This is an optimization exercise on Yosys and OpenROAD, whose aim is small area, not a production implementation. The RTL was checked by simulation tests, not by an equivalence proof against the original design. Power is estimated from default activity; no workload was simulated.

===== flow/run.sh =====
#!/bin/bash
# Own layout flow: the standard ORFS flow, with two changes.
#  1. Synthesis is the standard flow's own script (synth_recipe.tcl) with its combinational mapping
#     changed (see synth_area.tcl): ABC maps for area, and adders are not pre-extracted.
#     Registers are mapped by dfflibmap before this, so they are the standard synthesis's.
#  3. Ports are buffered with buf_1 cells.
#  2. Clock tree synthesis runs without dummy loads, with larger sink clusters (25 sinks,
#     80 um) driven by clkbuf_16 leaf buffers.
# Every tool's output goes to a log file in this work folder (and ORFS's own logs under orfs/).
set -euo pipefail
W=$(pwd)
export FLOW_SYNTH_TCL="$W/synth_recipe.tcl"
export BUFFER_PORTS_ARGS="-buffer_cell sky130_fd_sc_hd__buf_1"
export CTS_ARGS="-sink_clustering_enable -repair_clock_nets -dont_use_dummy_load -buf_list sky130_fd_sc_hd__clkbuf_16 -sink_clustering_size 25 -sink_clustering_max_diameter 80"

make -C "$FLOW_HOME" DESIGN_CONFIG="$W/config.mk" WORK_HOME="$W/orfs" CLKGATE_MAP_FILE= \
   SYNTH_SCRIPT="$W/flow/synth_area.tcl" synth > "$W/synth_make.log" 2>&1
bash "$W/standard.sh" finish > "$W/standard_make.log" 2>&1
test -s "$W/out/final.def"

===== design.v =====
module map_loader #(
   parameter int LANES = 5,
   parameter int ROWS  = 100
) (
   input  logic        clk_i,
   input  logic        rst_n_i,
   input  logic        start_i,
   input  logic        in_valid_i,
   output logic        in_ready_o,
   input  logic [2:0]  in_cell_i,
   input  logic        in_last_i,
   output logic        busy_o,
   output logic        done_o,
   output logic        err_o,
   output logic        map_valid_o,
   output logic [10:0] len_o,
   input  logic [2:0]  rd_x_i,
   input  logic [6:0]  rd_y_i,
   output logic [2:0]  rd_state_o,
   output logic [11:0] rd_rgb_o
);
   localparam int NR = 5;     
   localparam int RL = 20;    
   logic              busy_q, done_q, err_q;
   logic [2:0]        x_q;               
   logic [2:0]        j_q;               
   logic [4:0]        s_q;               
   logic [4:0]        ph_q;              
   logic [NR-1:0][7:0]    acc_q;
   logic [NR*RL-1:0][7:0] ring_q;        
   logic       illegal, final_cell;
   logic [1:0] cval;
   logic [7:0] acc_cur, acc_next;
   assign illegal    = in_cell_i > 3'd2;
   assign cval       = illegal ? 2'd0 : in_cell_i[1:0];
   assign final_cell = in_last_i || (x_q == 3'd4 && j_q == 3'd4 && s_q == 5'd19);
   assign acc_cur    = acc_q[j_q];
   logic [4:0] badd;
   logic [3:0] a_hi;
   always_comb begin
      case ({x_q[1:0], cval})
         4'b00_01: badd = 5'd1;
         4'b00_10: badd = 5'd2;
         4'b01_01: badd = 5'd3;
         4'b01_10: badd = 5'd6;
         4'b10_01: badd = 5'd9;
         4'b10_10: badd = 5'd18;
         default:  badd = 5'd0;
      endcase
      a_hi = {1'b0, acc_cur[7:5]} + ((cval == 2'd2) ? 4'd6 : (cval == 2'd1) ? 4'd3 : 4'd0);
      case (x_q)
         3'd0:    acc_next = {3'd0, badd};
         3'd1,
         3'd2:    acc_next = {3'd0, acc_cur[4:0] + badd};
         3'd3:    acc_next = {1'b0, cval, acc_cur[4:0]};
         default: acc_next = (a_hi == 4'd8) ? {acc_cur[4:2], 3'b111, acc_cur[1:0]}
                                             : {a_hi[2:0], acc_cur[4:0]};
      endcase
   end
   always_ff @(posedge clk_i) begin
      if (!rst_n_i) begin
         busy_q <= 1'b0;
         done_q <= 1'b0;
         err_q  <= 1'b0;
         j_q    <= 3'd2;
         s_q    <= 5'd25;
      end else begin
         done_q <= 1'b0;
         if (!busy_q) begin
            if (start_i) begin
               busy_q <= 1'b1;
               err_q  <= 1'b0;
               x_q    <= 3'd0;
               j_q    <= 3'd0;
               s_q    <= 5'd0;
            end
         end else if (in_valid_i) begin
            if (illegal) err_q <= 1'b1;
            if (final_cell) begin
               busy_q <= 1'b0;
               done_q <= 1'b1;
               if (!in_last_i) err_q <= 1'b1;
            end else if (x_q == 3'd4) begin
               x_q <= 3'd0;
               if (j_q == 3'd4) begin
                  j_q <= 3'd0;
                  s_q <= s_q + 5'd1;
               end else begin
                  j_q <= j_q + 3'd1;
               end
            end else begin
               x_q <= x_q + 3'd1;
            end
         end
      end
   end
   always_ff @(posedge clk_i) begin
      for (int j = 0; j < NR; j++)
         if (busy_q && in_valid_i && j_q == 3'(j)) acc_q[j] <= acc_next;
   end
   logic [NR-1:0][4:0] slot;
   always_comb begin
      for (int j = 0; j < NR; j++) slot[j] = (3'(j) <= j_q) ? s_q : s_q - 5'd1;
   end
   always_ff @(posedge clk_i) begin
      if (!rst_n_i)              ph_q <= 5'd0;
      else if (ph_q == 5'(RL-1)) ph_q <= 5'd0;
      else                       ph_q <= ph_q + 5'd1;
   end
   always_ff @(posedge clk_i) begin
      for (int j = 0; j < NR; j++) begin
         ring_q[j*RL] <= (slot[j] == ph_q) ? acc_q[j] : ring_q[j*RL+RL-1];
         for (int k = 1; k < RL; k++) ring_q[j*RL+k] <= ring_q[j*RL+k-1];
      end
   end
   logic [2:0]  rj;                  
   logic [4:0]  rs;                  
   logic [5:0]  rd_d;
   logic [4:0]  rd_pos;
   logic        rd_ok, rd_byp;
   logic [RL-1:0] pos_oh;
   logic [NR-1:0][7:0] ring_row;
   logic [7:0]  row, row_q;
   logic [2:0]  lane_q;
   logic [1:0]  trit;
   always_comb begin
      case (rd_y_i)
         7'd0: begin rs = 5'd0; rj = 3'd0; end
         7'd1: begin rs = 5'd0; rj = 3'd1; end
         7'd2: begin rs = 5'd0; rj = 3'd2; end
         7'd3: begin rs = 5'd0; rj = 3'd3; end
         7'd4: begin rs = 5'd0; rj = 3'd4; end
         7'd5: begin rs = 5'd1; rj = 3'd0; end
         7'd6: begin rs = 5'd1; rj = 3'd1; end
         7'd7: begin rs = 5'd1; rj = 3'd2; end
         7'd8: begin rs = 5'd1; rj = 3'd3; end
         7'd9: begin rs = 5'd1; rj = 3'd4; end
         7'd10: begin rs = 5'd2; rj = 3'd0; end
         7'd11: begin rs = 5'd2; rj = 3'd1; end
         7'd12: begin rs = 5'd2; rj = 3'd2; end
         7'd13: begin rs = 5'd2; rj = 3'd3; end
         7'd14: begin rs = 5'd2; rj = 3'd4; end
         7'd15: begin rs = 5'd3; rj = 3'd0; end
         7'd16: begin rs = 5'd3; rj = 3'd1; end
         7'd17: begin rs = 5'd3; rj = 3'd2; end
         7'd18: begin rs = 5'd3; rj = 3'd3; end
         7'd19: begin rs = 5'd3; rj = 3'd4; end
         7'd20: begin rs = 5'd4; rj = 3'd0; end
         7'd21: begin rs = 5'd4; rj = 3'd1; end
         7'd22: begin rs = 5'd4; rj = 3'd2; end
         7'd23: begin rs = 5'd4; rj = 3'd3; end
         7'd24: begin rs = 5'd4; rj = 3'd4; end
         7'd25: begin rs = 5'd5; rj = 3'd0; end
         7'd26: begin rs = 5'd5; rj = 3'd1; end
         7'd27: begin rs = 5'd5; rj = 3'd2; end
         7'd28: begin rs = 5'd5; rj = 3'd3; end
         7'd29: begin rs = 5'd5; rj = 3'd4; end
         7'd30: begin rs = 5'd6; rj = 3'd0; end
         7'd31: begin rs = 5'd6; rj = 3'd1; end
         7'd32: begin rs = 5'd6; rj = 3'd2; end
         7'd33: begin rs = 5'd6; rj = 3'd3; end
         7'd34: begin rs = 5'd6; rj = 3'd4; end
         7'd35: begin rs = 5'd7; rj = 3'd0; end
         7'd36: begin rs = 5'd7; rj = 3'd1; end
         7'd37: begin rs = 5'd7; rj = 3'd2; end
         7'd38: begin rs = 5'd7; rj = 3'd3; end
         7'd39: begin rs = 5'd7; rj = 3'd4; end
         7'd40: begin rs = 5'd8; rj = 3'd0; end
         7'd41: begin rs = 5'd8; rj = 3'd1; end
         7'd42: begin rs = 5'd8; rj = 3'd2; end
         7'd43: begin rs = 5'd8; rj = 3'd3; end
         7'd44: begin rs = 5'd8; rj = 3'd4; end
         7'd45: begin rs = 5'd9; rj = 3'd0; end
         7'd46: begin rs = 5'd9; rj = 3'd1; end
         7'd47: begin rs = 5'd9; rj = 3'd2; end
         7'd48: begin rs = 5'd9; rj = 3'd3; end
         7'd49: begin rs = 5'd9; rj = 3'd4; end
         7'd50: begin rs = 5'd10; rj = 3'd0; end
         7'd51: begin rs = 5'd10; rj = 3'd1; end
         7'd52: begin rs = 5'd10; rj = 3'd2; end
         7'd53: begin rs = 5'd10; rj = 3'd3; end
         7'd54: begin rs = 5'd10; rj = 3'd4; end
         7'd55: begin rs = 5'd11; rj = 3'd0; end
         7'd56: begin rs = 5'd11; rj = 3'd1; end
         7'd57: begin rs = 5'd11; rj = 3'd2; end
         7'd58: begin rs = 5'd11; rj = 3'd3; end
         7'd59: begin rs = 5'd11; rj = 3'd4; end
         7'd60: begin rs = 5'd12; rj = 3'd0; end
         7'd61: begin rs = 5'd12; rj = 3'd1; end
         7'd62: begin rs = 5'd12; rj = 3'd2; end
         7'd63: begin rs = 5'd12; rj = 3'd3; end
         7'd64: begin rs = 5'd12; rj = 3'd4; end
         7'd65: begin rs = 5'd13; rj = 3'd0; end
         7'd66: begin rs = 5'd13; rj = 3'd1; end
         7'd67: begin rs = 5'd13; rj = 3'd2; end
         7'd68: begin rs = 5'd13; rj = 3'd3; end
         7'd69: begin rs = 5'd13; rj = 3'd4; end
         7'd70: begin rs = 5'd14; rj = 3'd0; end
         7'd71: begin rs = 5'd14; rj = 3'd1; end
         7'd72: begin rs = 5'd14; rj = 3'd2; end
         7'd73: begin rs = 5'd14; rj = 3'd3; end
         7'd74: begin rs = 5'd14; rj = 3'd4; end
         7'd75: begin rs = 5'd15; rj = 3'd0; end
         7'd76: begin rs = 5'd15; rj = 3'd1; end
         7'd77: begin rs = 5'd15; rj = 3'd2; end
         7'd78: begin rs = 5'd15; rj = 3'd3; end
         7'd79: begin rs = 5'd15; rj = 3'd4; end
         7'd80: begin rs = 5'd16; rj = 3'd0; end
         7'd81: begin rs = 5'd16; rj = 3'd1; end
         7'd82: begin rs = 5'd16; rj = 3'd2; end
         7'd83: begin rs = 5'd16; rj = 3'd3; end
         7'd84: begin rs = 5'd16; rj = 3'd4; end
         7'd85: begin rs = 5'd17; rj = 3'd0; end
         7'd86: begin rs = 5'd17; rj = 3'd1; end
         7'd87: begin rs = 5'd17; rj = 3'd2; end
         7'd88: begin rs = 5'd17; rj = 3'd3; end
         7'd89: begin rs = 5'd17; rj = 3'd4; end
         7'd90: begin rs = 5'd18; rj = 3'd0; end
         7'd91: begin rs = 5'd18; rj = 3'd1; end
         7'd92: begin rs = 5'd18; rj = 3'd2; end
         7'd93: begin rs = 5'd18; rj = 3'd3; end
         7'd94: begin rs = 5'd18; rj = 3'd4; end
         7'd95: begin rs = 5'd19; rj = 3'd0; end
         7'd96: begin rs = 5'd19; rj = 3'd1; end
         7'd97: begin rs = 5'd19; rj = 3'd2; end
         7'd98: begin rs = 5'd19; rj = 3'd3; end
         7'd99: begin rs = 5'd19; rj = 3'd4; end
         7'd100: begin rs = 5'd20; rj = 3'd0; end
         7'd101: begin rs = 5'd20; rj = 3'd1; end
         7'd102: begin rs = 5'd20; rj = 3'd2; end
         7'd103: begin rs = 5'd20; rj = 3'd3; end
         7'd104: begin rs = 5'd20; rj = 3'd4; end
         7'd105: begin rs = 5'd21; rj = 3'd0; end
         7'd106: begin rs = 5'd21; rj = 3'd1; end
         7'd107: begin rs = 5'd21; rj = 3'd2; end
         7'd108: begin rs = 5'd21; rj = 3'd3; end
         7'd109: begin rs = 5'd21; rj = 3'd4; end
         7'd110: begin rs = 5'd22; rj = 3'd0; end
         7'd111: begin rs = 5'd22; rj = 3'd1; end
         7'd112: begin rs = 5'd22; rj = 3'd2; end
         7'd113: begin rs = 5'd22; rj = 3'd3; end
         7'd114: begin rs = 5'd22; rj = 3'd4; end
         7'd115: begin rs = 5'd23; rj = 3'd0; end
         7'd116: begin rs = 5'd23; rj = 3'd1; end
         7'd117: begin rs = 5'd23; rj = 3'd2; end
         7'd118: begin rs = 5'd23; rj = 3'd3; end
         7'd119: begin rs = 5'd23; rj = 3'd4; end
         7'd120: begin rs = 5'd24; rj = 3'd0; end
         7'd121: begin rs = 5'd24; rj = 3'd1; end
         7'd122: begin rs = 5'd24; rj = 3'd2; end
         7'd123: begin rs = 5'd24; rj = 3'd3; end
         7'd124: begin rs = 5'd24; rj = 3'd4; end
         7'd125: begin rs = 5'd25; rj = 3'd0; end
         7'd126: begin rs = 5'd25; rj = 3'd1; end
         7'd127: begin rs = 5'd25; rj = 3'd2; end
      endcase
   end
   assign rd_d   = 6'(ph_q) + 6'd19 - 6'(rs);
   assign rd_pos = (rd_d >= 6'd20) ? 5'(rd_d - 6'd20) : 5'(rd_d);
   assign rd_ok  = map_valid_o && rd_x_i < 3'd5 && (rs < s_q || (rs == s_q && rj <= j_q));
   assign rd_byp = rs == slot[rj];
   always_comb begin
      for (int k = 0; k < RL; k++) pos_oh[k] = rd_pos == 5'(k);
      for (int j = 0; j < NR; j++) begin
         ring_row[j] = '0;
         for (int k = 0; k < RL; k++)
            ring_row[j] = ring_row[j] | ({8{pos_oh[k]}} & ring_q[j*RL+k]);
      end
      row = '0;
      for (int j = 0; j < NR; j++)
         if (rj == 3'(j)) row = rd_byp ? acc_q[j] : ring_row[j];
   end
   always_ff @(posedge clk_i) begin
      if (!rst_n_i || !rd_ok) begin
         row_q  <= 8'd0;
         lane_q <= 3'd0;
      end else begin
         row_q  <= row;
         lane_q <= rd_x_i;
      end
   end
   logic       esc;
   logic [4:0] dec_b;
   logic [2:0] dec_a;
   logic [1:0] dig_b, dig_a;
   assign esc   = row_q[4:2] == 3'b111;
   assign dec_b = esc ? {row_q[7:5], row_q[1:0]} : row_q[4:0];
   assign dec_a = row_q[7:5];
   always_comb begin
      case ({lane_q[1:0], dec_b})
         7'd1: dig_b = 2'd1;
         7'd2: dig_b = 2'd2;
         7'd4: dig_b = 2'd1;
         7'd5: dig_b = 2'd2;
         7'd7: dig_b = 2'd1;
         7'd8: dig_b = 2'd2;
         7'd10: dig_b = 2'd1;
         7'd11: dig_b = 2'd2;
         7'd13: dig_b = 2'd1;
         7'd14: dig_b = 2'd2;
         7'd16: dig_b = 2'd1;
         7'd17: dig_b = 2'd2;
         7'd19: dig_b = 2'd1;
         7'd20: dig_b = 2'd2;
         7'd22: dig_b = 2'd1;
         7'd23: dig_b = 2'd2;
         7'd25: dig_b = 2'd1;
         7'd26: dig_b = 2'd2;
         7'd28: dig_b = 2'd1;
         7'd29: dig_b = 2'd2;
         7'd31: dig_b = 2'd1;
         7'd35: dig_b = 2'd1;
         7'd36: dig_b = 2'd1;
         7'd37: dig_b = 2'd1;
         7'd38: dig_b = 2'd2;
         7'd39: dig_b = 2'd2;
         7'd40: dig_b = 2'd2;
         7'd44: dig_b = 2'd1;
         7'd45: dig_b = 2'd1;
         7'd46: dig_b = 2'd1;
         7'd47: dig_b = 2'd2;
         7'd48: dig_b = 2'd2;
         7'd49: dig_b = 2'd2;
         7'd53: dig_b = 2'd1;
         7'd54: dig_b = 2'd1;
         7'd55: dig_b = 2'd1;
         7'd56: dig_b = 2'd2;
         7'd57: dig_b = 2'd2;
         7'd58: dig_b = 2'd2;
         7'd62: dig_b = 2'd1;
         7'd63: dig_b = 2'd1;
         7'd73: dig_b = 2'd1;
         7'd74: dig_b = 2'd1;
         7'd75: dig_b = 2'd1;
         7'd76: dig_b = 2'd1;
         7'd77: dig_b = 2'd1;
         7'd78: dig_b = 2'd1;
         7'd79: dig_b = 2'd1;
         7'd80: dig_b = 2'd1;
         7'd81: dig_b = 2'd1;
         7'd82: dig_b = 2'd2;
         7'd83: dig_b = 2'd2;
         7'd84: dig_b = 2'd2;
         7'd85: dig_b = 2'd2;
         7'd86: dig_b = 2'd2;
         7'd87: dig_b = 2'd2;
         7'd88: dig_b = 2'd2;
         7'd89: dig_b = 2'd2;
         7'd90: dig_b = 2'd2;
         7'd105: dig_b = 2'd1;
         7'd106: dig_b = 2'd1;
         7'd107: dig_b = 2'd1;
         7'd108: dig_b = 2'd1;
         7'd109: dig_b = 2'd1;
         7'd110: dig_b = 2'd1;
         7'd111: dig_b = 2'd1;
         7'd112: dig_b = 2'd1;
         7'd113: dig_b = 2'd1;
         7'd114: dig_b = 2'd2;
         7'd115: dig_b = 2'd2;
         7'd116: dig_b = 2'd2;
         7'd117: dig_b = 2'd2;
         7'd118: dig_b = 2'd2;
         7'd119: dig_b = 2'd2;
         7'd120: dig_b = 2'd2;
         7'd121: dig_b = 2'd2;
         7'd122: dig_b = 2'd2;
         default: dig_b = 2'd0;
      endcase
      case ({lane_q[0], esc, dec_a})
         5'd3: dig_a = 2'd1;
         5'd4: dig_a = 2'd1;
         5'd5: dig_a = 2'd1;
         5'd6: dig_a = 2'd2;
         5'd7: dig_a = 2'd2;
         5'd8: dig_a = 2'd2;
         5'd9: dig_a = 2'd2;
         5'd10: dig_a = 2'd2;
         5'd11: dig_a = 2'd2;
         5'd12: dig_a = 2'd2;
         5'd13: dig_a = 2'd2;
         5'd14: dig_a = 2'd2;
         5'd15: dig_a = 2'd2;
         5'd17: dig_a = 2'd1;
         5'd18: dig_a = 2'd2;
         5'd20: dig_a = 2'd1;
         5'd21: dig_a = 2'd2;
         5'd23: dig_a = 2'd1;
         5'd24: dig_a = 2'd2;
         5'd25: dig_a = 2'd2;
         5'd26: dig_a = 2'd2;
         5'd27: dig_a = 2'd2;
         5'd28: dig_a = 2'd2;
         5'd29: dig_a = 2'd2;
         5'd30: dig_a = 2'd2;
         5'd31: dig_a = 2'd2;
         default: dig_a = 2'd0;
      endcase
      trit = lane_q[2] | (lane_q[1] & lane_q[0]) ? dig_a : dig_b;
   end
   assign in_ready_o  = busy_q;
   assign busy_o      = busy_q;
   assign done_o      = done_q;
   assign err_o       = err_q;
   assign map_valid_o = !busy_q && !(s_q[4] && s_q[3]);
   assign len_o       = {4'd0, 7'({s_q, 2'b00} + 7'(s_q) + 7'(j_q) + 7'd1)};
   assign rd_state_o  = {1'b0, trit};
   assign rd_rgb_o    = {{4{|trit}}, {4{trit[1]}}, 4'h0};
endmodule

===== constraint.sdc =====
create_clock -name core_clock -period 10.0 [get_ports {clk_i}]
set_input_delay 2.0000 -clock core_clock [delete_from_list [all_inputs] [get_ports {clk_i}]]
set_output_delay 2.0000 -clock core_clock [all_outputs]
set_load 0.01 [all_outputs]

===== standard.sh =====
#!/bin/bash
# synth_recipe.tcl (not shown) runs the flow's synth.tcl, then flattens the netlist and writes it again
# the make line also repeats each setting of config.mk as NAME=value (left out here)
make -C /OpenROAD-flow-scripts/flow DESIGN_CONFIG=/design/flow/config.mk WORK_HOME=/design/flow/orfs CLKGATE_MAP_FILE= SYNTH_SCRIPT=/design/flow/synth_recipe.tcl "${@:-finish}"

===== config.mk =====
export PLATFORM = sky130hd
export DESIGN_NAME = map_loader
export DESIGN_NICKNAME = map_loader
export VERILOG_FILES = /design/flow/design.v
export SDC_FILE = /design/flow/constraint.sdc
export NUM_CORES = 4
export LEC_CHECK = 0
export CAP_MARGIN = 10
export CORE_MARGIN = 2
export CORE_UTILIZATION = 55
export GPL_TIMING_DRIVEN = 0
export SLEW_MARGIN = 10

===== flow/synth_area.tcl =====
# synth_recipe.tcl with two changes to the combinational mapping (registers are mapped by
# dfflibmap before either step, so they are exactly the standard synthesis's):
#  - ABC runs Yosys's default liberty script (area-oriented &nf): drop ORFS's -script, its -D
#    delay target and the -constr file that makes ABC buffer and upsize.
#  - extract_fa is skipped, so adders are left to ABC as plain logic.
proc abc {args} {
   set keep {}
   for {set i 0} {$i < [llength $args]} {incr i} {
      set a [lindex $args $i]
      if {$a eq "-script" || $a eq "-D" || $a eq "-constr"} { incr i; continue }
      lappend keep $a
   }
   yosys abc {*}$keep
}
proc extract_fa {args} { puts "extract_fa skipped" }
source $::env(FLOW_SYNTH_TCL)

==> impl_metrics.json, run 1 <==
{
  "status": "no timing/DRC/antenna violations",
  "grt_pass1_wl_um": 118000,
  "synthCells": 2085,
  "p_leak_nw": 11.0,
  "grt_max_degree": 41,
  "vias": 19100,
  "die_x_um": 222,
  "power_w": 0.00630,
  "fin_skew_ns": 0.0605,
  "nFillCells": 3684,
  "final_cell_count_no_fill": 2906,
  "clkSinkCount": 870,
  "end_kind": "flop",
  "critPathLaunchType": "primary input",
  "worst-path-max-fanout": 28,
  "fmax_ghz": 0.117,
  "io_pins": 49,
  "yosysMostFrequentCell": "dfxtp_1",
  "fin_util": 0.631,
  "synth_flop_cell": "dfxtp_1",
  "final_cell_area_mm2": 0.0295,
  "num-nets-final": 2319,
  "placed_cell_area_mm2": 0.0284,
  "cts-resized-gates": 0,
  "drc": 0,
  "cts_setup_buffers": 0,
  "synth_seq_cells": 870,
  "fin_crit_sh": 0.856,
  "rsz0062_at_grt": "no",
  "htreeDepth": 2,
  "grt_pass1_vias": 18500,
  "synth_top_area_share": 0.634,
  "numCtsBuffers": 41,
  "ctsHoldBuffers": 0,
  "finalSetupViolCount": 0,
  "num_rows": 79,
  "synthArstFlopShare": 0,
  "path_clk_slew_ns": 0.09,
  "synth_common_cells": "dfxtp_1, a222oi_1, nand2_1, a22oi_1, nor2_1",
  "netlist_area_mm2": 0.0261,
  "worstPathRequired_ns": 10.41,
  "drv_cap": 0,
  "worst_ep_arrival_time_ns": 8.98,
  "yosysUniqueCellTypes": 64,
  "relSlewSlack": 0.137,
  "synth_enable_flop_cells": 43,
  "grt.total_usage": 0.314,
  "synth.avg_cell_area_um2": 12.5,
  "r2r_slack_ns": 4.24,
  "dr.first_iter.drc_count": 2646,
  "overflow": 0,
  "area_growth_pct": 12.8,
  "synth_top_cell_by_area": "dfxtp_1",
  "drtPass1Iterations": 7,
  "power_density_mw_per_mm2": 214,
  "cts_buffer_depth": 3,
  "worstMarginPinSlew_ns": 1.29,
  "n_antenna_cell": 0,
  "synth_area_leaders": "dfxtp_1, a222oi_1, edfxtp_1",
  "hold_path.class": "flop to flop",
  "die_h_um": 222,
  "irDropWorstVdd_v": 0.000211,
  "ys_warn_count": 1,
  "drive_gt1_frac": 0.0926,
  "ant_nets": 0,
  "criticalPathCategory": "primary input to flop",
  "cts_root_buffer": "clkbuf_16",
  "coreArea_mm2": 0.0467,
  "gp_congestion": 0.901,
  "clock_latency_ns": 0.60,
  "die-area_mm2": 0.0492,
  "wl_per_cell_um": 27.0,
  "dp_hpwl_um": 55300,
  "wl_um": 78300,
  "start_util": 0.560,
  "ys_seq_area_frac": 0.684,
  "numPortBuffers": 39,
  "vias_per_cell": 6.59,
  "finalHoldViolCount": 0,
  "antenna_found_initial": 0,
  "drv_slew": 0,
  "min_period_ns": 8.56,
  "cts_tree": "built",
  "placed_cells": 2865
}
[placed cells by master (no fill, tap or decap), types with 7 or more instances in the layout]
master / count
and2_0: 11
buf_2: 13
xnor2_1: 34
conb_1: 9
nor2_1: 85
a221oi_1: 40
a21boi_0: 11
clkbuf_16: 41
buf_8: 17
a21oi_1: 54
and3_1: 13
mux2_1: 40
dfxtp_1: 827
buf_6: 21
nand2_1: 146
o211ai_1: 14
buf_4: 88
o21a_1: 9
o21ai_0: 74
edfxtp_1: 43
nor4_2: 7
nand4_1: 56
a222oi_1: 175
o221ai_1: 10
nor2b_1: 11
nor3_1: 32
o22a_1: 8
buf_1: 38
or3_1: 19
a31oi_1: 12
or2_0: 8
nand3_1: 54
xor2_1: 26
nand2b_1: 9
a211oi_1: 13
clkinv_1: 16
a22oi_1: 92
nor3_2: 7
o22ai_1: 22
[critical path: stages]
cell and delay [ns]:
buf_1 0.43, o21ai_1 0.86, a31oi_1 0.09, a211oi_1 0.77, nor2b_1 0.30, xnor2_1 0.15
o32a_1 0.40, a211o_1 0.35, a22oi_1 0.46, xnor2_2 0.35, nor4_2 0.73, buf_4 0.32
buf_4 0.19, buf_4 0.19, buf_4 0.18, buf_2 0.19, a22oi_1 0.10, nand4_1 0.09
nor3_1 0.10, o22a_1 0.26, a41oi_1 0.45
[kinds of logic after synthesis]
kind of cell / Yosys count / share of synthesized area
AO/OA/AOI/OAI: 600 / 0.181
XOR/XNOR: 62 / 0.0208
adder cells (fa/ha/maj): 1 / 0.000383
buffers and inverters: 33 / 0.00719
flip-flops: 870 / 0.684
multiplexers: 42 / 0.0180
other: 1 / 0.000144
AND/OR/NAND/NOR: 476 / 0.0884
[final cells by class]
cell class | instances | area, um2 | area share
plain buffers | 17 | 128 | 0.00433
clock buffers | 41 | 1030 | 0.0348
inverters | 16 | 60.1 | 0.00204
multi-input cells | 1190 | 8290 | 0.281
flip-flops and latches | 870 | 17800 | 0.606
well taps | 607 | 759 | 0.0258
repair buffers | 165 | 1350 | 0.0457
[state kept, by name (all words and copies together), names as in the netlist, 3 cells and up]
name and cells:
ph_q 5, ring_q 800, x_q 3, acc_q 40, lane_q 3, j_q 3
row_q 8, s_q 5
[per-layer routing]
layer  up-vias  track usage  share of wire
li1       8564            -              -
met5         -            0              0
met3       141       0.0484          0.084
met1      9527        0.438           0.43
met2       909        0.507           0.46
met4         0       0.0959          0.029
[path summary, 6_finish.rpt]
check	from	endpoint	cells after the start
setup / recovery	rd_y_i[4]	row_q[6]	21
hold / removal	ring_q[748]	ring_q[756]	0
setup reg to reg	ph_q[1]	row_q[6]	18
hold reg to reg	ring_q[748]	ring_q[756]	0
[where the power goes]
group | leakage (nW) | switching [W] | internal, W | total (W)
Sequential | 7.07 | 0.0000867 | 0.00362 | 0.00370
Clock | 0.505 | 0.00101 | 0.000736 | 0.00175
Combinational | 3.39 | 0.000579 | 0.000269 | 0.000848
Total | 11.0 | 0.00168 | 0.00462 | 0.00630
[through the flow]
stage / setup TNS (ns) / hold slack (ns) / worst slack (ns)
floorplan: 0 / 0.326 / 0.961
global placement: -63.75 / 0.332 / -8.34
detailed placement: 0 / 0.335 / 0.411
CTS: 0 / 0.309 / 0.992
global route: 0 / 0.318 / 1.11
finish: 0 / 0.306 / 1.44
==> run 2, diff against run 1 <==
--- a/config.mk
+++ b/config.mk
@@ -7,3 +7,3 @@
 export LEC_CHECK = 0
-export CAP_MARGIN = 10
+export CAP_MARGIN = 0
 export CORE_MARGIN = 2
@@ -11,2 +11,2 @@
 export GPL_TIMING_DRIVEN = 0
-export SLEW_MARGIN = 10
+export SLEW_MARGIN = 0
==> run 2 against run 1 <==
Now fails the layout checks on capacitance limit. Sequential share of layout area barely moved. Synthesized cell count did not move. Worst setup slack got worse by 0.43 ns. Final cell count fell by 0.52%. Largest cell class unchanged. First-iteration DRC count fell by 2.9%. Sequential power barely moved. Wire length barely moved. Critical endpoint unchanged. Clock skew rose by 0.00082 ns. Global-route usage barely moved.
==> impl_metrics.json, run 2 <==
{
  "status": "complete, but fails checks",
  "failed_checks": "capacitance limit",
  "area_growth_pct": 12.7,
  "yosysMostFrequentCell": "dfxtp_1",
  "cts-resized-gates": 0,
  "synthCells": 2085,
  "cts_buffer_depth": 3,
  "drc": 0,
  "vias_per_cell": 6.61,
  "seqPwrFrac": 0.588,
  "whs_ns": 0.309,
  "synth_top_area_share": 0.634,
  "ys_warn_count": 1,
  "final_cell_mix": "dfxtp_1, a222oi_1, nand2_1, a22oi_1, nor2_1",
  "numPortBuffers": 39,
  "hold_end": "ring_q[756]",
  "worst-path-max-fanout": 28,
  "fin_tns_setup_ns": 0,
  "rr_endpoint": "row_q[6]",
  "cts_root_buffer": "clkbuf_16",
  "irDropWorstVdd_v": 0.000153,
  "num_rows": 79,
  "die-area_mm2": 0.0492,
  "largest_reg_flops": 800,
  "io_pins": 49,
  "drtPass1Iterations": 8,
  "min_period_ns": 8.99,
  "clkSinkCount": 870,
  "worst_ep_arrival_time_ns": 9.36,
  "synth_area_leaders": "dfxtp_1, a222oi_1, edfxtp_1",
  "grt_max_degree": 41,
  "final_cell_count_no_fill": 2891,
  "die_x_um": 222,
  "regArea_mm2": 0.0178,
  "synthArstFlopShare": 0,
  "synth_top_cell_by_area": "dfxtp_1",
  "placed_cells": 2849,
  "intPower_w": 0.00462,
  "ys_seq_area_frac": 0.684,
  "yosysUniqueCellTypes": 64,
  "synth_enable_flop_cells": 43,
  "relSlewSlack": -0.0110,
  "power_frac_comb": 0.134,
  "fin_crit_sh": 0.899,
  "drv_cap": 1,
  "power_density_mw_per_mm2": 214,
  "worstMarginPinSlew_ns": 1.51,
  "synth.avg_cell_area_um2": 12.5,
  "p_switching_w": 0.00168,
  "vias": 19100,
  "critPathLaunchType": "primary input",
  "netlist_area_mm2": 0.0261,
  "synth_flop_cell": "dfxtp_1",
  "largestRegisters": "ring_q (800), acc_q (40), row_q (8)",
  "fmax_ghz": 0.111,
  "dp_hpwl_um": 54400,
  "end_kind": "flop",
  "r2r_start": "ph_q[1]",
  "fin_skew_ns": 0.0613,
  "criticalPathCategory": "primary input to flop",
  "wl_um": 78200,
  "clkPwrFrac": 0.278,
  "antenna_found_initial": 1,
  "nFillCells": 3683,
  "gp_congestion": 0.901,
  "worstHoldStart": "ring_q[748]",
  "worstPathRequired_ns": 10.37,
  "hold_path.class": "flop to flop",
  "layout_commonest_cell": "dfxtp_1",
  "grt_pass1_wl_um": 117000,
  "path_clk_slew_ns": 0.09,
  "die_h_um": 222,
  "htreeDepth": 2,
  "reg2reg_depth": 17,
  "p_sw_frac": 0.267,
  "synth_common_cells": "dfxtp_1, a222oi_1, nand2_1, a22oi_1, nor2_1",
  "grt.total_usage": 0.314,
  "n_antenna_cell": 0,
  "ctsHoldBuffers": 0,
  "wl_per_cell_um": 27.1,
  "whs_path_depth": 0,
  "cts_setup_buffers": 0,
  "coreArea_mm2": 0.0467,
  "synth_seq_cells": 870,
  "r2r_slack_ns": 4.10,
  "finalHoldViolCount": 0,
  "dr.first_iter.drc_count": 2569,
  "clock_latency_ns": 0.59,
  "grt_pass1_vias": 18500,
  "rsz0062_at_grt": "no",
  "cts_tree": "built",
  "fin_util": 0.631,
  "numCtsBuffers": 41,
  "multi_input_area_mm2": 0.00826,
  "start_util": 0.560,
  "overflow": 0,
  "drive_gt1_frac": 0.0858,
  "num-nets-final": 2304,
  "finalSetupViolCount": 0,
  "drv_slew": 11,
  "power_w": 0.00630,
  "ant_nets": 0,
  "p_leak_nw": 10.9,
  "largest-register": "ring_q"
}
run 2: per-stage QoR:
| step | setup slack [ns] | cell area [um2] |
|---|---|---|
| global route | 0.678 | 29400 |
| finish | 1.01 | 29400 |
| CTS | 1.09 | 29400 |
| detailed placement | 0.468 | 28400 |
| floorplan | 0.961 | 26100 |
| global placement | -8.34 | 27000 |
run 2: metal layers:
metal,up-vias,wire (um),track usage
li1,8533,-,-
met1,9482,33400,0.432
met2,935,35900,0.505
met3,159,6390,0.0492
met4,2,2600,0.110
met5,-,13,0
run 2: worst max path at each step:
stage	startpoint	end	slack (ns)	cells after the start
after floorplan	rd_y_i[5]	row_q[2]	0.96	15
after CTS	rd_y_i[3]	row_q[6]	1.09	20
after detailed placement	rd_y_i[3]	row_q[6]	0.47	20
final	rd_y_i[4]	row_q[6]	1.01	20
after global routing	rd_y_i[4]	row_q[6]	0.68	20
after global placement	rd_y_i[3]	row_q[5]	-8.34	16
run 2: power by group through the flow:
stage	combinational, W	sequential, W	clock (W)
floorplan	0.000396	0.00375	0
global route	0.000883	0.00371	0.00190
CTS	0.000827	0.00370	0.00178
detailed placement	0.000825	0.00378	0
global placement	0.000680	0.00377	0
finish	0.000844	0.00370	0.00175
run 2: logic make-up (layout without fill, tap and decap cells):
logic type	Yosys count	after routing	share of synthesized area
simple gates	476	476	0.0884
compound gates	600	600	0.181
other cells	1	9	0.000144
xor+xnor	62	62	0.0208
mux	42	42	0.0180
buf+inv	33	224	0.00719
flops	870	870	0.684
fa+ha+maj	1	1	0.000383
run 2: final cells by class:
type | count | share of cell area
Tap cell | 607 | 0.0258
Inverter | 16 | 0.00204
Multi-Input combinational cell | 1190 | 0.281
Sequential cell | 870 | 0.606
Timing Repair Buffer | 150 | 0.0457
Buffer | 17 | 0.00434
Clock buffer | 41 | 0.0349
run 2: critical path, cell delays in order:
cell,delay [ns]
buf_1,0.42
o21ai_0,1.17
a31oi_1,0.08
a211oi_1,0.78
nor2b_1,0.30
xnor2_1,0.15
o32a_1,0.41
o221ai_1,0.31
a22oi_1,0.22
xnor2_1,1.06
nor4_2,0.29
buf_4,0.29
buf_6,0.16
buf_4,0.18
buf_4,0.19
a22oi_1,0.19
nand4_1,0.10
nor3_1,0.46
o22a_1,0.30
a41oi_1,0.25
==> run 3, diff against run 2 <==
--- a/flow/run.sh
+++ b/flow/run.sh
@@ -17,3 +17,3 @@
    SYNTH_SCRIPT="$W/flow/synth_area.tcl" synth > "$W/synth_make.log" 2>&1
-bash "$W/standard.sh" finish > "$W/standard_make.log" 2>&1
+bash "$W/standard.sh" MATCH_CELL_FOOTPRINT=0 finish > "$W/standard_make.log" 2>&1
 test -s "$W/out/final.def"
--- a/config.mk
+++ b/config.mk
@@ -7,3 +7,3 @@
 export LEC_CHECK = 0
-export CAP_MARGIN = 0
+export CAP_MARGIN = 10
 export CORE_MARGIN = 2
@@ -11,2 +11,2 @@
 export GPL_TIMING_DRIVEN = 0
-export SLEW_MARGIN = 0
+export SLEW_MARGIN = 10
==> run 3 against run 2 <==
The run now finishes clean. Total power is essentially flat. Clock skew up 0.0062 ns. Critical path depth is 1 higher. Critical path type unchanged. Largest power group unchanged.
==> impl_metrics.json, run 3 <==
{
  "status": "no timing/DRC/antenna violations",
  "worstHoldStart": "ring_q[772]",
  "drc": 0,
  "grt_pass1_wl_um": 118000,
  "num-nets-final": 2319,
  "worstMarginPinSlew_ns": 1.32,
  "synth_seq_cells": 870,
  "critPathLaunchType": "primary input",
  "largestRegisters": "ring_q (800), acc_q (40), row_q (8)",
  "synth_enable_flop_cells": 43,
  "ys_seq_area_frac": 0.684,
  "die-area_mm2": 0.0492,
  "worstPathRequired_ns": 10.41,
  "met3_length_um": 5850,
  "p_sw_frac": 0.267,
  "worst_ep_arrival_time_ns": 9.15,
  "ant_nets": 0,
  "fin_crit_sh": 0.874,
  "synth.avg_cell_area_um2": 12.5,
  "grt_max_degree": 41,
  "synth_top_cell_by_area": "dfxtp_1",
  "synth_top_area_share": 0.634,
  "nFillCells": 3737,
  "overflow": 0,
  "start_util": 0.560,
  "num_rows": 79,
  "final_cell_area_mm2": 0.0295,
  "synth_common_cells": "dfxtp_1, a222oi_1, nand2_1, a22oi_1, nor2_1",
  "cts_buffer_depth": 3,
  "finalSetupViolCount": 0,
  "dp_hpwl_um": 55400,
  "drive_gt1_frac": 0.0926,
  "p_leak_nw": 10.9,
  "drtPass1Iterations": 6,
  "seqPwrFrac": 0.587,
  "netlist_area_mm2": 0.0261,
  "layout_commonest_cell": "dfxtp_1",
  "r2r_slack_ns": 4.07,
  "drv_slew": 0,
  "fin_tns_setup_ns": 0,
  "finalHoldViolCount": 0,
  "ctsHoldBuffers": 0,
  "ys_warn_count": 1,
  "wl_um": 78400,
  "yosysMostFrequentCell": "dfxtp_1",
  "dr.first_iter.drc_count": 2450,
  "multi_input_area_mm2": 0.00829,
  "die_h_um": 222,
  "antenna_found_initial": 0,
  "end_kind": "flop",
  "coreArea_mm2": 0.0467,
  "clock_latency_ns": 0.60,
  "hold_path.class": "flop to flop",
  "numPortBuffers": 39,
  "synth_area_leaders": "dfxtp_1, a222oi_1, edfxtp_1",
  "r2r_start": "ph_q[1]",
  "p_switching_w": 0.00168,
  "worst-path-max-fanout": 28,
  "fmax_ghz": 0.114,
  "power_frac_comb": 0.135,
  "intPower_w": 0.00462,
  "cp-startpoint": "rd_y_i[4]",
  "grt_pass1_vias": 18700,
  "io_pins": 49,
  "power_density_mw_per_mm2": 214,
  "cts_tree": "built",
  "min_period_ns": 8.74,
  "synthArstFlopShare": 0,
  "path_clk_slew_ns": 0.09,
  "reg2reg_depth": 18,
  "yosysUniqueCellTypes": 64,
  "irDropWorstVdd_v": 0.000151,
  "synth_flop_cell": "dfxtp_1",
  "rsz0062_at_grt": "no",
  "final_cell_mix": "dfxtp_1, a222oi_1, nand2_1, a22oi_1, nor2_1",
  "wl_met1_um": 33900,
  "wl_met2_um": 36200,
  "placed_cell_area_mm2": 0.0284,
  "area_growth_pct": 12.9,
  "criticalPathCategory": "primary input to flop",
  "synthCells": 2085,
  "clkSinkCount": 870,
  "cts-resized-gates": 0,
  "numCtsBuffers": 41,
  "cts_setup_buffers": 0,
  "grt.total_usage": 0.315,
  "die_x_um": 222,
  "cts_root_buffer": "clkbuf_16",
  "relSlewSlack": 0.119,
  "largest-register": "ring_q",
  "drv_cap": 0,
  "vias": 19100,
  "clkPwrFrac": 0.278,
  "wl_per_cell_um": 27.0,
  "largest_reg_flops": 800,
  "regArea_mm2": 0.0178,
  "n_antenna_cell": 0,
  "fin_skew_ns": 0.0675,
  "dr.max_layer_used": "met4",
  "whs_ns": 0.316,
  "fin_util": 0.632,
  "whs_path_depth": 0,
  "gp_congestion": 0.901,
  "htreeDepth": 2,
  "vias_per_cell": 6.59
}
## run 3: changes by cell type in the layout (fill, tap and decap cells not counted), moves of 2 or more
cell,delta
and3_4,+2
buf_6,-13
buf_4,-14
xnor2_2,+2
clkbuf_8,+2
clkbuf_2,+3
buf_8,-3
and3_2,-2
o21ai_0,-3
xnor2_1,-2
o21ai_1,+3
buf_2,+3
clkbuf_4,+38
## run 3: power by group through the flow
| stage | Combinational [W] | Clock (W) | Sequential [W] |
|---|---|---|---|
| 3_3_place_gp | 0.000680 | 0 | 0.00377 |
| 5_1_grt | 0.000890 | 0.00189 | 0.00371 |
| 6_report | 0.000850 | 0.00175 | 0.00370 |
| 4_1_cts | 0.000828 | 0.00177 | 0.00370 |
| 3_5_place_dp | 0.000825 | 0 | 0.00378 |
| 2_1_floorplan | 0.000396 | 0 | 0.00375 |
## run 3: per-stage QoR
step / cells / worst slack [ns] / power, W
detailed placement: 2865 / 0.325 / 0.00460
global placement: 2739 / -8.34 / 0.00445
floorplan: 2093 / 0.961 / 0.00414
finish: 2906 / 1.26 / 0.00630
global route: 2906 / 0.976 / 0.00650
CTS: 2906 / 0.919 / 0.00630
## run 3: final cells by class
cell class,instances,share of cell area
sequential,870,0.606
multi-input combinational,1190,0.281
timing repair buffer,165,0.0463
clock buffer,41,0.0348
tap,607,0.0258
buffer,17,0.00433
inverter,16,0.00204
## run 3: path summary, 6_finish.rpt
kind	end
max	row_q[6]
min	ring_q[780]
max reg2reg	row_q[6]
min reg2reg	ring_q[780]
## run 3: logic make-up after synthesis
| group | synth area share |
|---|---|
| adder cells (fa/ha/maj) | 0.000383 |
| XOR/XNOR | 0.0208 |
| multiplexers | 0.0180 |
| AND/OR/NAND/NOR | 0.0884 |
| AO/OA/AOI/OAI | 0.181 |
| flip-flops | 0.684 |
| buffers and inverters | 0.00719 |
| other | 0.000144 |
## run 3: worst max-delay path, cell delays in order
cell	delay (ns)
buf_1	0.43
o21ai_1	0.83
a31oi_1	0.09
a211oi_1	0.78
nor2b_1	0.30
xnor2_1	0.15
o32a_1	0.40
a211o_1	0.36
a22oi_1	0.50
xnor2_2	0.36
nor4_2	0.74
clkbuf_4	0.38
buf_4	0.19
clkbuf_4	0.23
buf_4	0.19
buf_2	0.19
a22oi_1	0.10
nand4_1	0.09
nor3_1	0.10
o22a_1	0.26
a41oi_1	0.44
## run 3: routing by layer
layer | up-vias | global-route usage
li1 | 8576 | -
met1 | 9570 | 0.439
met2 | 847 | 0.509
met3 | 153 | 0.0429
met4 | 0 | 0.105
met5 | - | 0
==> run 4, diff against run 3 <==
--- a/flow/run.sh
+++ b/flow/run.sh
@@ -5,3 +5,2 @@
 #     Registers are mapped by dfflibmap before this, so they are the standard synthesis's.
-#  3. Ports are buffered with buf_1 cells.
 #  2. Clock tree synthesis runs without dummy loads, with larger sink clusters (25 sinks,
@@ -12,3 +11,2 @@
 export FLOW_SYNTH_TCL="$W/synth_recipe.tcl"
-export BUFFER_PORTS_ARGS="-buffer_cell sky130_fd_sc_hd__buf_1"
 export CTS_ARGS="-sink_clustering_enable -repair_clock_nets -dont_use_dummy_load -buf_list sky130_fd_sc_hd__clkbuf_16 -sink_clustering_size 25 -sink_clustering_max_diameter 80"
@@ -17,3 +15,3 @@
    SYNTH_SCRIPT="$W/flow/synth_area.tcl" synth > "$W/synth_make.log" 2>&1
-bash "$W/standard.sh" MATCH_CELL_FOOTPRINT=0 finish > "$W/standard_make.log" 2>&1
+bash "$W/standard.sh" finish > "$W/standard_make.log" 2>&1
 test -s "$W/out/final.def"
--- a/config.mk
+++ b/config.mk
@@ -9,3 +9,3 @@
 export CORE_MARGIN = 2
-export CORE_UTILIZATION = 55
+export CORE_UTILIZATION = 50
 export GPL_TIMING_DRIVEN = 0
==> run 4 against run 3 <==
Clock power about the same. Clock skew increased by 0.0081 ns. Worst setup slack lost 0.33 ns. Sequential power about the same. Total power increased by 0.62%. Synthesized area unchanged. Via count is 0.44% lower. Flip-flop and latch count unchanged. Largest power group unchanged.
==> impl_metrics.json, run 4 <==
{
  "status": "no timing/DRC/antenna violations",
  "final_cell_mix": "dfxtp_1, a222oi_1, nand2_1, a22oi_1, buf_4",
  "ctsHoldBuffers": 0,
  "reg2reg_depth": 17,
  "synthCells": 2085,
  "cts_tree": "built",
  "rr_endpoint": "row_q[6]",
  "end_kind": "flop",
  "path_clk_slew_ns": 0.10,
  "finalSetupViolCount": 0,
  "drc": 0,
  "p_leak_nw": 11.0,
  "fin_tns_setup_ns": 0,
  "worstMarginPinSlew_ns": 1.27,
  "die_x_um": 232,
  "ys_seq_area_frac": 0.684,
  "synth_common_cells": "dfxtp_1, a222oi_1, nand2_1, a22oi_1, nor2_1",
  "nFillCells": 4238,
  "power_density_mw_per_mm2": 213,
  "min_period_ns": 9.06,
  "n_antenna_cell": 0,
  "synthArstFlopShare": 0,
  "fin_crit_sh": 0.906,
  "r2r_start": "ph_q[1]",
  "yosysUniqueCellTypes": 64,
  "num-nets-final": 2312,
  "cts_buffer_depth": 3,
  "htreeDepth": 2,
  "largest_reg_flops": 800,
  "drv_cap": 0,
  "worst-path-max-fanout": 39,
  "largest-register": "ring_q",
  "criticalPathCategory": "primary input to flop",
  "whs_path_depth": 0,
  "synth_top_cell_by_area": "dfxtp_1",
  "grt.total_usage": 0.291,
  "synth_area_leaders": "dfxtp_1, a222oi_1, edfxtp_1",
  "die_h_um": 232,
  "dp_hpwl_um": 55200,
  "coreArea_mm2": 0.0515,
  "worstPathRequired_ns": 10.41,
  "grt_pass1_wl_um": 118000,
  "hold_path.class": "flop to flop",
  "relSlewSlack": 0.153,
  "fin_skew_ns": 0.0756,
  "clkSinkCount": 870,
  "wl_um": 79100,
  "worst_slack_ns": 0.936,
  "synth_seq_cells": 870,
  "cts-resized-gates": 0,
  "netlist_area_mm2": 0.0261,
  "vias": 19100,
  "fmax_ghz": 0.110,
  "num_rows": 83,
  "drtPass1Iterations": 7,
  "critPathLaunchType": "primary input",
  "vias_per_cell": 6.41,
  "numCtsBuffers": 41,
  "rsz0062_at_grt": "no",
  "wl_per_cell_um": 26.6,
  "dr.first_iter.drc_count": 2382,
  "area_growth_pct": 13.9,
  "place_ws_ns": 0.103,
  "worst_ep_arrival_time_ns": 9.47,
  "irDropWorstVdd_v": 0.000175,
  "drive_gt1_frac": 0.0903,
  "drv_slew": 0,
  "ant_nets": 0,
  "placed_cells": 2931,
  "grt_pass1_vias": 18700,
  "hold_end": "ring_q[799]",
  "clock_latency_ns": 0.60,
  "synth_flop_cell": "dfxtp_1",
  "worstHoldStart": "ring_q[791]",
  "largestRegisters": "ring_q (800), acc_q (40), row_q (8)",
  "io_pins": 49,
  "die-area_mm2": 0.0541,
  "overflow": 0,
  "r2r_slack_ns": 4.19,
  "synth.avg_cell_area_um2": 12.5,
  "fin_util": 0.577,
  "cts_setup_buffers": 0,
  "numPortBuffers": 39,
  "yosysMostFrequentCell": "dfxtp_1",
  "cts_root_buffer": "clkbuf_16",
  "start_util": 0.507,
  "cp-startpoint": "rd_y_i[3]",
  "grt_max_degree": 41,
  "antenna_found_initial": 0,
  "ys_warn_count": 1,
  "layout_commonest_cell": "dfxtp_1",
  "gp_congestion": 0.893,
  "synth_top_area_share": 0.634,
  "synth_enable_flop_cells": 43,
  "finalHoldViolCount": 0,
  "final_cell_count_no_fill": 2972
}
[run 4: logic make-up (layout without fill, tap and decap cells)]
family | count (synthesis) | count (layout) | share of synthesized area
xor+xnor | 62 | 62 | 0.0208
flops | 870 | 870 | 0.684
mux | 42 | 42 | 0.0180
compound gates | 600 | 600 | 0.181
other cells | 1 | 9 | 0.000144
simple gates | 476 | 476 | 0.0884
buf+inv | 33 | 232 | 0.00719
fa+ha+maj | 1 | 1 | 0.000383
[run 4: worst max-delay path, cell delays in order]
cell and delay [ns]:
clkdlybuf4s50_1 1.26, clkinv_1 0.55, a2bb2oi_1 0.25, o311a_1 0.29
a32o_1 0.31, a31oi_1 0.56, xnor2_1 0.27, o21ai_0 0.26
a22oi_1 0.53, xnor2_2 0.35, nor4_2 0.89, buf_4 0.32
buf_6 0.17, buf_4 0.19, buf_4 0.17, a222oi_1 0.11
nand4_1 0.11, o22ai_1 0.13, or2_0 0.23, a41oi_1 0.49
[run 4: cell type report]
cell class	instances	area [um2]	share of cell area
Timing Repair Buffer	158	1530	0.0516
Tap cell	680	851	0.0286
Sequential cell	870	17800	0.600
Inverter	16	60.1	0.00202
Buffer	17	128	0.00429
Clock buffer	41	1030	0.0345
Multi-Input combinational cell	1190	8290	0.279
[run 4: power by group]
part,leakage [nW],internal (W),switching (W),total [W]
clock,0.505,0.000737,0.00103,0.00177
combinational,3.45,0.000292,0.000581,0.000873
sequential,7.07,0.00362,0.0000864,0.00370
[run 4: routing by layer]
| layer | up-vias | routed length [um] | GRT usage |
|---|---|---|---|
| met5 | - | 0 | 0 |
| met4 | 0 | 2450 | 0.0987 |
| met3 | 144 | 5770 | 0.0369 |
| met2 | 853 | 36100 | 0.462 |
| met1 | 9506 | 34800 | 0.410 |
| li1 | 8558 | - | - |
[run 4: stage by stage]
stage / power (W) / area (um2) / hold slack, ns
6_report: 0.00634 / 29700 / 0.300
4_1_cts: 0.00634 / 29700 / 0.304
3_3_place_gp: 0.00448 / 27400 / 0.333
3_5_place_dp: 0.00463 / 28700 / 0.335
2_1_floorplan: 0.00414 / 26100 / 0.326
5_1_grt: 0.00654 / 29700 / 0.301
[run 4: worst max-delay path by stage]
| stage | to | slack [ns] | depth (start not counted) |
|---|---|---|---|
| 3_3_place_gp | row_q[2] | -8.51 | 16 |
| 5_1_grt | row_q[6] | 0.56 | 20 |
| 6_report | row_q[6] | 0.94 | 20 |
| 4_1_cts | row_q[7] | 0.75 | 19 |
| 3_5_place_dp | row_q[7] | 0.10 | 19 |
| 2_1_floorplan | row_q[2] | 0.96 | 15 |
==> run 5, diff against run 4 <==
--- a/design.v
+++ b/design.v
@@ -122,4 +122,4 @@
    logic [NR-1:0][7:0] ring_row;
-   logic [7:0]  row, row_q;
-   logic [2:0]  lane_q;
+   logic [7:0]  row;
+   logic [1:0]  rd_q;
    logic [1:0]  trit;
@@ -273,9 +273,4 @@
    always_ff @(posedge clk_i) begin
-      if (!rst_n_i || !rd_ok) begin
-         row_q  <= 8'd0;
-         lane_q <= 3'd0;
-      end else begin
-         row_q  <= row;
-         lane_q <= rd_x_i;
-      end
+      if (!rst_n_i || !rd_ok) rd_q <= 2'd0;
+      else                    rd_q <= trit;
    end
@@ -285,7 +280,7 @@
    logic [1:0] dig_b, dig_a;
-   assign esc   = row_q[4:2] == 3'b111;
-   assign dec_b = esc ? {row_q[7:5], row_q[1:0]} : row_q[4:0];
-   assign dec_a = row_q[7:5];
+   assign esc   = row[4:2] == 3'b111;
+   assign dec_b = esc ? {row[7:5], row[1:0]} : row[4:0];
+   assign dec_a = row[7:5];
    always_comb begin
-      case ({lane_q[1:0], dec_b})
+      case ({rd_x_i[1:0], dec_b})
          7'd1: dig_b = 2'd1;
@@ -369,3 +364,3 @@
       endcase
-      case ({lane_q[0], esc, dec_a})
+      case ({rd_x_i[0], esc, dec_a})
          5'd3: dig_a = 2'd1;
@@ -398,3 +393,3 @@
       endcase
-      trit = lane_q[2] | (lane_q[1] & lane_q[0]) ? dig_a : dig_b;
+      trit = rd_x_i[2] | (rd_x_i[1] & rd_x_i[0]) ? dig_a : dig_b;
    end
@@ -406,4 +401,4 @@
    assign len_o       = {4'd0, 7'({s_q, 2'b00} + 7'(s_q) + 7'(j_q) + 7'd1)};
-   assign rd_state_o  = {1'b0, trit};
-   assign rd_rgb_o    = {{4{|trit}}, {4{trit[1]}}, 4'h0};
+   assign rd_state_o  = {1'b0, rd_q};
+   assign rd_rgb_o    = {{4{|rd_q}}, {4{rd_q[1]}}, 4'h0};
 endmodule
--- a/flow/run.sh
+++ b/flow/run.sh
@@ -5,2 +5,3 @@
 #     Registers are mapped by dfflibmap before this, so they are the standard synthesis's.
+#  3. Ports are buffered with buf_1 cells.
 #  2. Clock tree synthesis runs without dummy loads, with larger sink clusters (25 sinks,
@@ -11,2 +12,3 @@
 export FLOW_SYNTH_TCL="$W/synth_recipe.tcl"
+export BUFFER_PORTS_ARGS="-buffer_cell sky130_fd_sc_hd__buf_1"
 export CTS_ARGS="-sink_clustering_enable -repair_clock_nets -dont_use_dummy_load -buf_list sky130_fd_sc_hd__clkbuf_16 -sink_clustering_size 25 -sink_clustering_max_diameter 80"
--- a/config.mk
+++ b/config.mk
@@ -9,3 +9,3 @@
 export CORE_MARGIN = 2
-export CORE_UTILIZATION = 50
+export CORE_UTILIZATION = 55
 export GPL_TIMING_DRIVEN = 0
==> run 5 against run 4 <==
Utilization up 4.9 points. Clock skew up 0.016 ns. Critical path type unchanged. Count of clock-buffer cells in the layout up 1.
==> impl_metrics.json, run 5 <==
{
  "largest_reg_flops": 800,
  "netlist_area_mm2": 0.0260,
  "synthCells": 2068,
  "synth_top_area_share": 0.631,
  "cpMaxStageDelayCell": "clkdlybuf4s15_2",
  "ctsHoldBuffers": 0,
  "rsz0062_at_grt": "no",
  "hold_path.class": "flop to flop",
  "grt_pass1_vias": 18400,
  "n_antenna_cell": 0,
  "start_util": 0.558,
  "synth_common_cells": "dfxtp_1, a222oi_1, nand2_1, nor2_1, a22oi_1",
  "fin_crit_sh": 0.979,
  "finalHoldViolCount": 0,
  "synthArstFlopShare": 0,
  "die_x_um": 221,
  "worstMarginPinSlew_ns": 1.04,
  "htreeDepth": 2,
  "worst_slack_ns": 0.214,
  "synth.avg_cell_area_um2": 12.6,
  "vias": 18900,
  "cts_root_buffer": "clkbuf_16",
  "num_rows": 79,
  "drc": 0,
  "gp_congestion": 0.904,
  "fin_skew_ns": 0.0916,
  "worst-path-max-fanout": 25,
  "placed_cells": 2780,
  "area_growth_pct": 12.3,
  "antenna_found_initial": 2,
  "numPortBuffers": 39,
  "largestRegisters": "ring_q (800), acc_q (40)",
  "final_cell_mix": "dfxtp_1, a222oi_1, nand2_1, nor2_1, a22oi_1",
  "io_pins": 49,
  "synth_flop_cell": "dfxtp_1",
  "finalSetupViolCount": 0,
  "nFillCells": 3707,
  "num-nets-final": 2247,
  "status": "no timing/DRC/antenna violations",
  "dr.first_iter.drc_count": 2821,
  "vias_per_cell": 6.67,
  "ant_nets": 0,
  "final_cell_count_no_fill": 2834,
  "wl_per_cell_um": 28.2,
  "grt_max_degree": 41,
  "synth_enable_flop_cells": 43,
  "die-area_mm2": 0.0490,
  "overflow": 0,
  "worst_ep_arrival_time_ns": 10.26,
  "wl_um": 80100,
  "cts_tree": "built",
  "clock_latency_ns": 0.60,
  "numCtsBuffers": 42,
  "worstPathRequired_ns": 10.48,
  "layout_commonest_cell": "dfxtp_1",
  "dp_hpwl_um": 50900,
  "die_h_um": 221,
  "critPathLaunchType": "primary input",
  "grt_pass1_wl_um": 117000,
  "place_ws_ns": -1.30,
  "p_leak_nw": 10.8,
  "synth_seq_cells": 861,
  "path_clk_slew_ns": 0.09,
  "drv_slew": 0,
  "grt.total_usage": 0.313,
  "drv_cap": 0,
  "critPathMaxStageDelay_ns": 0.51,
  "power_density_mw_per_mm2": 219,
  "ys_warn_count": 1,
  "fmax_ghz": 0.102,
  "fin_tns_setup_ns": 0,
  "synth_area_leaders": "dfxtp_1, a222oi_1, edfxtp_1",
  "min_period_ns": 9.79,
  "criticalPathCategory": "primary input to flop",
  "yosysUniqueCellTypes": 70,
  "fin_util": 0.626,
  "ys_seq_area_frac": 0.681,
  "end_kind": "flop",
  "synth_top_cell_by_area": "dfxtp_1",
  "cts_buffer_depth": 3,
  "drive_gt1_frac": 0.0781,
  "largest-register": "ring_q",
  "drtPass1Iterations": 9,
  "coreArea_mm2": 0.0466,
  "irDropWorstVdd_v": 0.000229,
  "clkSinkCount": 861,
  "yosysMostFrequentCell": "dfxtp_1",
  "relSlewSlack": 0.304
}
-- run 5: changes by cell type in the layout (fill, tap and decap cells not counted), sizes merged, moves of 8 or more --
cell / before / now
buf: 136 / 119
and2: 11 / 3
o21ai: 77 / 67
a211oi: 18 / 7
a22oi: 92 / 79
nand2: 146 / 154
a221oi: 40 / 51
and3: 15 / 23
clkdlybuf4s50: 39 / 0
nand3: 54 / 42
dfxtp: 827 / 818
-- run 5: path summary, 6_finish.rpt --
check | start | endpoint | slack [ns] | cells after the start
worst min register to register | ring_q[560] | ring_q[568] | 0.32 | 0
worst max register to register | s_q[1] | rd_q[0] | 2.56 | 25
worst min-delay path | ring_q[560] | ring_q[568] | 0.32 | 0
worst max-delay path | rd_y_i[3] | rd_q[0] | 0.21 | 27
-- run 5: cell type report --
class | instances | area, um2 | area share
Clock buffer | 42 | 1050 | 0.0361
Timing Repair Buffer | 106 | 1010 | 0.0346
Inverter | 18 | 72.6 | 0.00249
Tap cell | 607 | 759 | 0.0261
Multi-Input combinational cell | 1183 | 8450 | 0.290
Sequential cell | 861 | 17700 | 0.606
Buffer | 17 | 128 | 0.00438
-- run 5: kinds of logic (layout without fill, tap and decap cells) --
| group | count (synthesis) | after routing | synth area share |
|---|---|---|---|
| DFF | 861 | 861 | 0.681 |
| buffers and inverters | 35 | 183 | 0.00752 |
| AOI/OAI and AO/OA | 592 | 592 | 0.181 |
| other | 1 | 9 | 0.000144 |
| muxes | 47 | 47 | 0.0207 |
| xor gates and xnor gates | 68 | 68 | 0.0229 |
| and+or+nand+nor | 463 | 466 | 0.0868 |
| adders and majority gates | 1 | 1 | 0.000386 |
-- run 5: per-stage QoR --
step           power [W]  hold WS [ns]  cell area [um2]
2_1_floorplan    0.00416         0.326            26000
3_3_place_gp     0.00450         0.329            26900
3_5_place_dp     0.00461         0.336            27900
4_1_cts          0.00635         0.316            29000
5_1_grt          0.00658         0.321            29100
6_report         0.00638         0.319            29100
-- run 5: repair_timing --
item	in CTS	in global routing
resized for setup	11	20
cloned	0	3
setup buffers	5	4
endpoints found under the setup margin	2	2
pin swaps	1	6
-- run 5: worst max-delay path: cells and delay by family --
family | cells | cell delay, ns
AOI/OAI and AO/OA | 13 | 4.13
buffers and inverters | 6 | 1.93
and+or+nand+nor | 5 | 1.29
adders and majority gates | 1 | 0.44
muxes | 1 | 0.34
xor gates and xnor gates | 1 | 0.12
-- run 5: per-layer routing --
metal	part of all wire	up-vias	track usage
met5	0.00026	-	0
met4	0.034	4	0.103
met3	0.090	177	0.0608
met2	0.46	863	0.501
met1	0.42	9438	0.429
li1	-	8429	-
-- run 5: where the power goes --
group	leakage [nW]	switching [W]	internal, W
registers	6.99	0.0000851	0.00358
logic	3.26	0.000662	0.000283
clock network	0.518	0.00102	0.000753
==> run 6, diff against run 5 <==
--- a/flow/run.sh
+++ b/flow/run.sh
@@ -1,3 +1,3 @@
 #!/bin/bash
-# Own layout flow: the standard ORFS flow, with two changes.
+# Own layout flow: the standard ORFS flow, with three changes.
 #  1. Synthesis is the standard flow's own script (synth_recipe.tcl) with its combinational mapping
@@ -5,5 +5,5 @@
 #     Registers are mapped by dfflibmap before this, so they are the standard synthesis's.
-#  3. Ports are buffered with buf_1 cells.
 #  2. Clock tree synthesis runs without dummy loads, with larger sink clusters (25 sinks,
 #     80 um) driven by clkbuf_16 leaf buffers.
+#  3. Ports are buffered with buf_1 cells (every input and output still gets its buffer).
 # Every tool's output goes to a log file in this work folder (and ORFS's own logs under orfs/).
--- a/config.mk
+++ b/config.mk
@@ -9,3 +9,3 @@
 export CORE_MARGIN = 2
-export CORE_UTILIZATION = 55
+export CORE_UTILIZATION = 62
 export GPL_TIMING_DRIVEN = 0
==> run 6 against run 5 <==
Largest power group unchanged. Synthesized cell count did not move. Design area shrank 0.68%. Worst hold slack worse by 0.024 ns. Count of clock-buffer cells in the layout shrank 1. Highest routed layer is now met4.
==> impl_metrics.json, run 6 <==
{
  "clock_latency_ns": 0.63,
  "dp_hpwl_um": 47600,
  "muxShareOfSynthArea": 0.0207,
  "grt_pass1_wl_um": 119000,
  "start_util": 0.631,
  "r2r_start": "ph_q[1]",
  "criticalPathCategory": "primary input to flop",
  "grt.busiest_layer": "met2",
  "r2r_slack_ns": 2.72,
  "met2_usage": 0.578,
  "die_h_um": 209,
  "cpMaxStageDelayCell": "nand4_1",
  "drive_gt1_frac": 0.0786,
  "vias_per_cell": 7.02,
  "numCtsBuffers": 41,
  "wl_per_cell_um": 29.1,
  "worst-path-max-fanout": 18,
  "fin_skew_ns": 0.111,
  "critPathMaxStageDelay_ns": 0.77,
  "antenna_found_initial": 2,
  "path_clk_slew_ns": 0.11,
  "worst_ep_arrival_time_ns": 10.15,
  "io_pins": 49,
  "fmax_ghz": 0.104,
  "hold_path.class": "flop to flop",
  "worstMarginPinSlew_ns": 1.19,
  "synthAdderAreaFrac": 0.000386,
  "ys_seq_area_frac": 0.681,
  "drc": 0,
  "placed_cells": 2698,
  "use_met3": 0.0736,
  "worstPathRequired_ns": 10.50,
  "netlist_area_mm2": 0.0260,
  "synthCells": 2068,
  "cts_root_buffer": "clkbuf_16",
  "cp-endpoint": "rd_q[0]",
  "dr.first_iter.drc_count": 3349,
  "numPortBuffers": 39,
  "num-nets-final": 2246,
  "synthArstFlopShare": 0,
  "wl_um": 80300,
  "synth-xor-area-share": 0.0229,
  "cpMostUsedCell": "buf_8",
  "synth_enable_flop_cells": 43,
  "largest_reg_flops": 800,
  "ys_warn_count": 1,
  "drv_cap": 0,
  "cp.depth": 25,
  "min_period_ns": 9.65,
  "fin_crit_sh": 0.965,
  "nFillCells": 2974,
  "synth_area_leaders": "dfxtp_1, a222oi_1, edfxtp_1",
  "synth_flop_cell": "dfxtp_1",
  "overflow": 0,
  "p_leak_nw": 10.7,
  "final_cell_count_no_fill": 2759,
  "rsz0062_at_grt": "no",
  "cts_tree": "built",
  "synth_top_cell_by_area": "dfxtp_1",
  "largestRegisters": "ring_q (800), acc_q (40)",
  "synth_common_cells": "dfxtp_1, a222oi_1, nand2_1, nor2_1, a22oi_1",
  "synth.avg_cell_area_um2": 12.6,
  "synth_seq_cells": 861,
  "irDropWorstVdd_v": 0.000176,
  "status": "no timing/DRC/antenna violations",
  "gp_congestion": 0.910,
  "finalHoldViolCount": 0,
  "grt_pass1_vias": 18600,
  "critPathBufInv": 3,
  "num_rows": 74,
  "power_density_mw_per_mm2": 220,
  "finalSetupViolCount": 0,
  "ant_nets": 0,
  "die_x_um": 209,
  "cp-startpoint": "rd_y_i[5]",
  "use_met1": 0.497,
  "whs_path_depth": 0,
  "synth_top_area_share": 0.631,
  "end_kind": "flop",
  "layout_commonest_cell": "dfxtp_1",
  "drv_slew": 0,
  "whs_ns": 0.295,
  "synth_compound_area_frac": 0.181,
  "clkSinkCount": 861,
  "synth-simple-area-share": 0.0868,
  "final_cell_mix": "dfxtp_1, a222oi_1, nand2_1, a22oi_1, nor2_1",
  "yosysUniqueCellTypes": 70,
  "reg2reg_depth": 20,
  "relSlewSlack": 0.201,
  "rr_endpoint": "rd_q[0]",
  "die-area_mm2": 0.0435,
  "cts_buffer_depth": 3,
  "drtPass1Iterations": 9,
  "crit_family": "compound AO/OA/AOI/OAI gates",
  "fin_tns_setup_ns": 0,
  "grt_max_degree": 41,
  "yosysMostFrequentCell": "dfxtp_1",
  "htreeDepth": 2,
  "coreArea_mm2": 0.0411,
  "grt.total_usage": 0.364,
  "largest-register": "ring_q",
  "vias": 19400,
  "synth_top_family_by_area": "compound AO/OA/AOI/OAI gates",
  "area_growth_pct": 11.5,
  "critPathLaunchType": "primary input"
}
-- run 6: cell counts after synthesis --
Identical to the previous run, type by type.
-- run 6: per-layer routing --
metal,part of all wire,up-vias,wire [um]
li1,-,8437,-
met1,0.40,9571,31900
met2,0.45,1148,36400
met3,0.11,205,9070
met4,0.036,0,2860
met5,0,-,0
-- run 6: worst min path at each step --
stage / end / start
global placement: ring_q[785] / ring_q[777]
floorplan: ring_q[657] / ring_q[649]
finish: ring_q[300] / ring_q[292]
CTS: ring_q[300] / ring_q[292]
detailed placement: ring_q[775] / ring_q[767]
global route: ring_q[316] / ring_q[308]
-- run 6: cells by family after synthesis --
group           after synthesis
simple gates                463
other cells                   1
xor+xnor                     68
fa+ha+maj                     1
flops                       861
mux                          47
buf+inv                      35
compound gates              592
-- run 6: final cells by class --
| type | instances | area, um2 | share of cell area |
|---|---|---|---|
| Multi-Input combinational cell | 1188 | 8470 | 0.293 |
| Inverter | 18 | 68.8 | 0.00238 |
| Sequential cell | 861 | 17700 | 0.610 |
| Timing Repair Buffer | 101 | 917 | 0.0317 |
| Antenna cell | 1 | 2.50 | 0.0000865 |
| Buffer | 17 | 128 | 0.00441 |
| Clock buffer | 41 | 1030 | 0.0354 |
| Tap cell | 532 | 666 | 0.0230 |
-- run 6: metrics by stage --
stage / utilization / setup WS [ns] / power, W / area (um2)
floorplan: - / 0.00777 / 0.00416 / 26000
global placement: 0.653 / -7.00 / 0.00447 / 26800
detailed placement: 0.673 / -1.25 / 0.00458 / 27700
CTS: 0.702 / 0.0154 / 0.00633 / 28900
global route: 0.704 / 0.0417 / 0.00654 / 28900
finish: 0.704 / 0.350 / 0.00638 / 28900
-- run 6: what timing repair did --
action | 4_1_cts | 5_1_grt
pin swaps | 11 | 3
resized for setup | 15 | 13
hold buffers | 0 | 0
cloned | 8 | 0
endpoints found under the setup margin | 2 | 2
buffers inserted | 5 | 6
-- run 6: where the power goes --
part | switching, W | total (W) | internal, W
Sequential | 0.0000863 | 0.00367 | 0.00358
Clock | 0.00102 | 0.00176 | 0.000735
Combinational | 0.000678 | 0.000954 | 0.000276
-- run 6: worst reg2reg max path, cell delays in order, from the launching register on --
cell and delay, ns:
dfxtp_1 0.70, xnor2_1 0.22, o31ai_2 0.48, and3_1 0.29
or2_0 0.64, nand4_1 0.77, a211oi_4 0.64, buf_8 0.24
buf_8 0.18, a222oi_1 0.12, nand2_1 0.10, or3_1 0.14
o211ai_1 0.09, a32o_1 0.33, o22ai_1 0.58, o31a_1 0.50
nor2b_1 0.13, mux2_1 0.34, o211a_1 0.22, o311a_1 0.30
o221a_1 0.26

Setup slack of run 6, layout unchanged: 0.350 ns with ideal ports, 0.383 ns with driving cells assumed (clock clkbuf_16, inputs buf_2), -0.251 ns with port delays also shifted by the 0.634 ns mid clock arrival.
